Context: an optimization exercise on an open-source flow, tuned for small area. The choices shown serve that exercise and are no tape-out recipe. The RTL was checked by simulation tests, not by an equivalence proof against the original design. No activity file was given, so power comes from the tool's default toggle rates.

==> flow/design.v <==
`timescale 1ns/1ps
module lcd_aoi222 (
    input  logic a0, b0, a1, b1, a2, b2,
    output logic y
);
    assign y = ~((a0 & b0) | (a1 & b1) | (a2 & b2));
endmodule
module lcd_oai22 (
    input  logic a0, b0, a1, b1,
    output logic y
);
    assign y = ~((a0 | b0) & (a1 | b1));
endmodule
module lcd_nand2 (
    input  logic a, b,
    output logic y
);
    assign y = ~(a & b);
endmodule
`timescale 1ns/1ps
module lcd2004_driver #(
    parameter int CLK_HZ          = 50_000_000,
    parameter int BOOT_WAIT_US    = 1_000,
    parameter int REFRESH_WAIT_US = 1_000
) (
    input  logic         clk,
    input  logic         rst,
    input  logic [47:0]  serial_number_i,
    input  logic         serial_done_i,
    input  logic [7:0]   chance_ascii_i,
    input  logic [479:0] msg_i,
    output logic         lcd_rs_o,
    output logic         lcd_en_o,
    output logic [3:0]   lcd_data_o,
    output logic         activated_o
);
    localparam logic [5:0] PRE_FIRST = 6'b011101;
    localparam logic [5:0] PRE_LAST  = 6'b001110;
    logic [5:0] pre;
    logic       tick;
    assign tick = (pre == PRE_FIRST);
    always_ff @(posedge clk or negedge rst) begin
        if (!rst) pre <= PRE_FIRST;
        else      pre <= {pre[4:0], pre[5] ^ pre[4] ^ (pre == PRE_LAST)};
    end
    localparam logic [1:0] M_WAIT = 2'd0, M_PRE = 2'd1, M_SEND = 2'd2;
    logic [10:0] tcnt;
    logic [1:0]  mode;
    logic        busy;
    logic [1:0]  row;
    logic [4:0]  col;
    logic start, lo_load, byte_end, is_long, wait_done, latch_en;
    assign start     = (mode == M_SEND) && !busy;
    assign is_long   = !activated_o && ((col == 5'd15) || (col == 5'd16) || (col == 5'd20));
    assign byte_end  = busy && tick && (tcnt == (is_long ? 11'd2018 : 11'd58));
    assign lo_load   = busy && tick && (tcnt == 11'd8);
    assign wait_done = (activated_o || (col == 5'd15)) ? (tcnt == 11'(REFRESH_WAIT_US))
                                                       : serial_done_i;
    assign latch_en  = (mode == M_WAIT) && wait_done;
    always_ff @(posedge clk or negedge rst) begin
        if (!rst) begin
            tcnt        <= '1;
            mode        <= M_WAIT;
            busy        <= 1'b0;
            row         <= 2'd3;
            col         <= 5'd15;
            activated_o <= 1'b0;
        end else begin
            tcnt <= start ? '0 : tcnt + 11'(tick);
            case (mode)
                M_WAIT:  if (wait_done) mode <= M_PRE;
                M_PRE:   mode <= M_SEND;
                default: if (start && row == 2'd3 && col == 5'd20) mode <= M_WAIT;
            endcase
            if (start)         busy <= 1'b1;
            else if (byte_end) busy <= 1'b0;
            col <= (byte_end && col == 5'd20) ? 5'd0 : col + 5'(byte_end);
            row <= row + 2'(byte_end && col == 5'd20);
            if (start) begin
                if (row == 2'd0 && col == 5'd0) activated_o <= 1'b1;
            end
        end
    end
    assign lcd_rs_o = activated_o && (busy ? (col != 5'd0) : (col != 5'd1));
    assign lcd_en_o = busy && ((tcnt >= 11'd3 && tcnt <= 11'd5) || (tcnt >= 11'd12 && tcnt <= 11'd14));
    logic [47:0]  serial_q;
    logic [7:0]   chance_q;
    logic [479:0] msg_q;
    always_ff @(posedge clk) begin
        if (latch_en) begin
            serial_q <= serial_number_i;
            chance_q <= chance_ascii_i;
            msg_q    <= msg_i;
        end
    end
    logic [3:1]  rowsel;
    logic [20:1] coln;        
    logic [20:1] r0sel;       
    logic [7:0]  var_byte, const_byte, cur_byte;
    always_comb begin
        rowsel[1] = (row == 2'd1);
        rowsel[2] = (row == 2'd2);
        rowsel[3] = (row == 2'd3) && activated_o;
        for (int c = 1; c <= 20; c++) coln[c]   = !(col == 5'(c));
        for (int c = 1; c <= 20; c++) r0sel[c]  = (row == 2'd0) && (col == 5'(c));
    end
    logic [7:0] y1 [1:20];
    logic [7:0] g2 [0:9];
    logic [7:0] f0 [0:2];
    for (genvar c = 1; c <= 20; c++) begin : g_col
        for (genvar b = 0; b < 8; b++) begin : g_bit
            lcd_aoi222 u_l1 (
                .a0 (rowsel[1]), .b0 (msg_q[472 - 8*((1-1)*20 + c-1) + b]),
                .a1 (rowsel[2]), .b1 (msg_q[472 - 8*((2-1)*20 + c-1) + b]),
                .a2 (rowsel[3]), .b2 (msg_q[472 - 8*((3-1)*20 + c-1) + b]),
                .y  (y1[c][b])
            );
        end
    end
    for (genvar k = 0; k < 10; k++) begin : g_pair
        for (genvar b = 0; b < 8; b++) begin : g_bit
            lcd_oai22 u_l2 (
                .a0 (coln[2*k+1]), .b0 (y1[2*k+1][b]),
                .a1 (coln[2*k+2]), .b1 (y1[2*k+2][b]),
                .y  (g2[k][b])
            );
        end
    end
    for (genvar s = 0; s < 2; s++) begin : g_r0
        for (genvar b = 0; b < 8; b++) begin : g_bit
            lcd_aoi222 u_f0 (
                .a0 (r0sel[5+3*s]), .b0 (serial_q[40 - 8*(3*s)   + b]),
                .a1 (r0sel[6+3*s]), .b1 (serial_q[40 - 8*(3*s+1) + b]),
                .a2 (r0sel[7+3*s]), .b2 (serial_q[40 - 8*(3*s+2) + b]),
                .y  (f0[s][b])
            );
        end
    end
    for (genvar b = 0; b < 8; b++) begin : g_ch
        lcd_nand2 u_f0 (.a (r0sel[20]), .b (chance_q[b]), .y (f0[2][b]));
    end
    always_comb begin
        var_byte = '0;
        for (int k = 0; k < 10; k++) var_byte = var_byte | g2[k];
        for (int s = 0; s < 3; s++)  var_byte = var_byte | ~f0[s];
    end
    always_comb begin
        if (col == 5'd0) begin
            case (row)
                2'd0:    const_byte = 8'h80;
                2'd1:    const_byte = 8'hC0;
                2'd2:    const_byte = 8'h94;
                default: const_byte = 8'hD4;
            endcase
        end else if (!activated_o) begin
            case (col)
                5'd15:   const_byte = 8'h33;
                5'd16:   const_byte = 8'h32;
                5'd17:   const_byte = 8'h28;
                5'd18:   const_byte = 8'h0C;
                5'd19:   const_byte = 8'h06;
                default: const_byte = 8'h01;
            endcase
        end else if (row == 2'd0) begin
            case (col)
                5'd1:  const_byte = "S";
                5'd2:  const_byte = "N";
                5'd3:  const_byte = ":";
                5'd5, 5'd6, 5'd7, 5'd8, 5'd9, 5'd10, 5'd20:
                       const_byte = 8'h00;
                5'd12: const_byte = "c";
                5'd13: const_byte = "h";
                5'd14: const_byte = "a";
                5'd15: const_byte = "n";
                5'd16: const_byte = "c";
                5'd17: const_byte = "e";
                5'd18: const_byte = ":";
                default: const_byte = " ";
            endcase
        end else begin
            const_byte = 8'h00;
        end
    end
    assign cur_byte = var_byte | const_byte;
    always_ff @(posedge clk or negedge rst) begin
        if (!rst)         lcd_data_o <= '0;
        else if (start)   lcd_data_o <= cur_byte[7:4];
        else if (lo_load) lcd_data_o <= cur_byte[3:0];
    end
endmodule
Settings: LEC_CHECK=0, CAP_MARGIN=20, CORE_MARGIN=2, CORE_UTILIZATION=60, PLACE_DENSITY=0.7, SLEW_MARGIN=20, SYNTH_HIERARCHICAL=1, SYNTH_MINIMUM_KEEP_SIZE=0; clock period 20.0 ns.
standard.sh (not shown) runs the stock make flow with config.mk's settings and CLKGATE_MAP_FILE= SYNTH_SCRIPT=/design/flow/synth_recipe.tcl, a recipe that flattens the netlist after the stock synthesis.
==> flow/flow/run.sh <==
#!/bin/bash
# Own layout flow: the standard synthesis and ORFS flow, with single-size
# port buffers and a clustered clock tree without dummy loads
# (clkbuf_8 at the leaves, clkbuf_4 above them).
set -uo pipefail
bash standard.sh synth > synth.log 2>&1 || exit 1
bash standard.sh \
  BUFFER_PORTS_ARGS="-buffer_cell sky130_fd_sc_hd__buf_1" \
  CTS_ARGS="-sink_clustering_enable -repair_clock_nets -dont_use_dummy_load -buf_list sky130_fd_sc_hd__clkbuf_4 -sink_clustering_buffer sky130_fd_sc_hd__clkbuf_8 -sink_clustering_size 18 -sink_clustering_max_diameter 70" \
  finish > layout.log 2>&1 || exit 1
The starting point went through all stages and came out clean.
Rerun with:
==> flow/flow/run.sh (replaced) <==
#!/bin/bash
# Own layout flow: the standard synthesis and ORFS flow, with single-size
# port buffers and a clustered clock tree without dummy loads.
set -uo pipefail
bash standard.sh synth > synth.log 2>&1 || exit 1
bash standard.sh \
  BUFFER_PORTS_ARGS="-buffer_cell sky130_fd_sc_hd__buf_1" \
  CTS_ARGS="-sink_clustering_enable -repair_clock_nets -dont_use_dummy_load -buf_list sky130_fd_sc_hd__clkbuf_8 -sink_clustering_size 16 -sink_clustering_max_diameter 80" \
  finish > layout.log 2>&1 || exit 1
Settings changed: CORE_UTILIZATION 60 to 40, PLACE_DENSITY 0.7 to not set.
Area after synthesis does not change. Clock power came out higher by about 10%. Setup slack got worse by 130 ps. Total power came out higher by 2.6%. Global-route usage came out lower by 9.4 points. Via count came out lower by 0.38%. Final cell count came out higher by 9.8%. Wire length came out higher by 7.0%. Clock-buffer cell count came out higher by 4.

-- separate check: timing with driven ports --
In the flow no input, the clock included, has a driving cell. The finished layouts below were timed again as built, in two steps. Step 1: set_driving_cell puts a clkbuf_16 on clk and a buf_2 on each other input, an assumption about the parent block. Step 2 moves the port delays by t, midway between the first and last clock arrival at a register: inputs arrive t later, outputs are due t later. That takes back most of the time a late clock gives input paths. a / b / c = no drivers / after step 1 / after step 2; a / b = the first two.
run | shift t [ns] | slack for setup (ns) | hold WS [ns] | worst setup path after step 2 | worst slew at a driven data input, ns
the first run | 0.780 | 13.622 / 13.570 / 13.411 | 0.364 / 0.364 / 0.364 | input to register | 0.12
the second run | 0.676 | 13.489 / 13.502 / 12.826 | 0.372 / 0.372 / 0.372 | input to register | 0.10
After both steps every run listed still meets setup and hold. For the second run, which loses most, drivers alone change the setup slack by +0.013 ns; drivers and shift together by -0.663 ns.
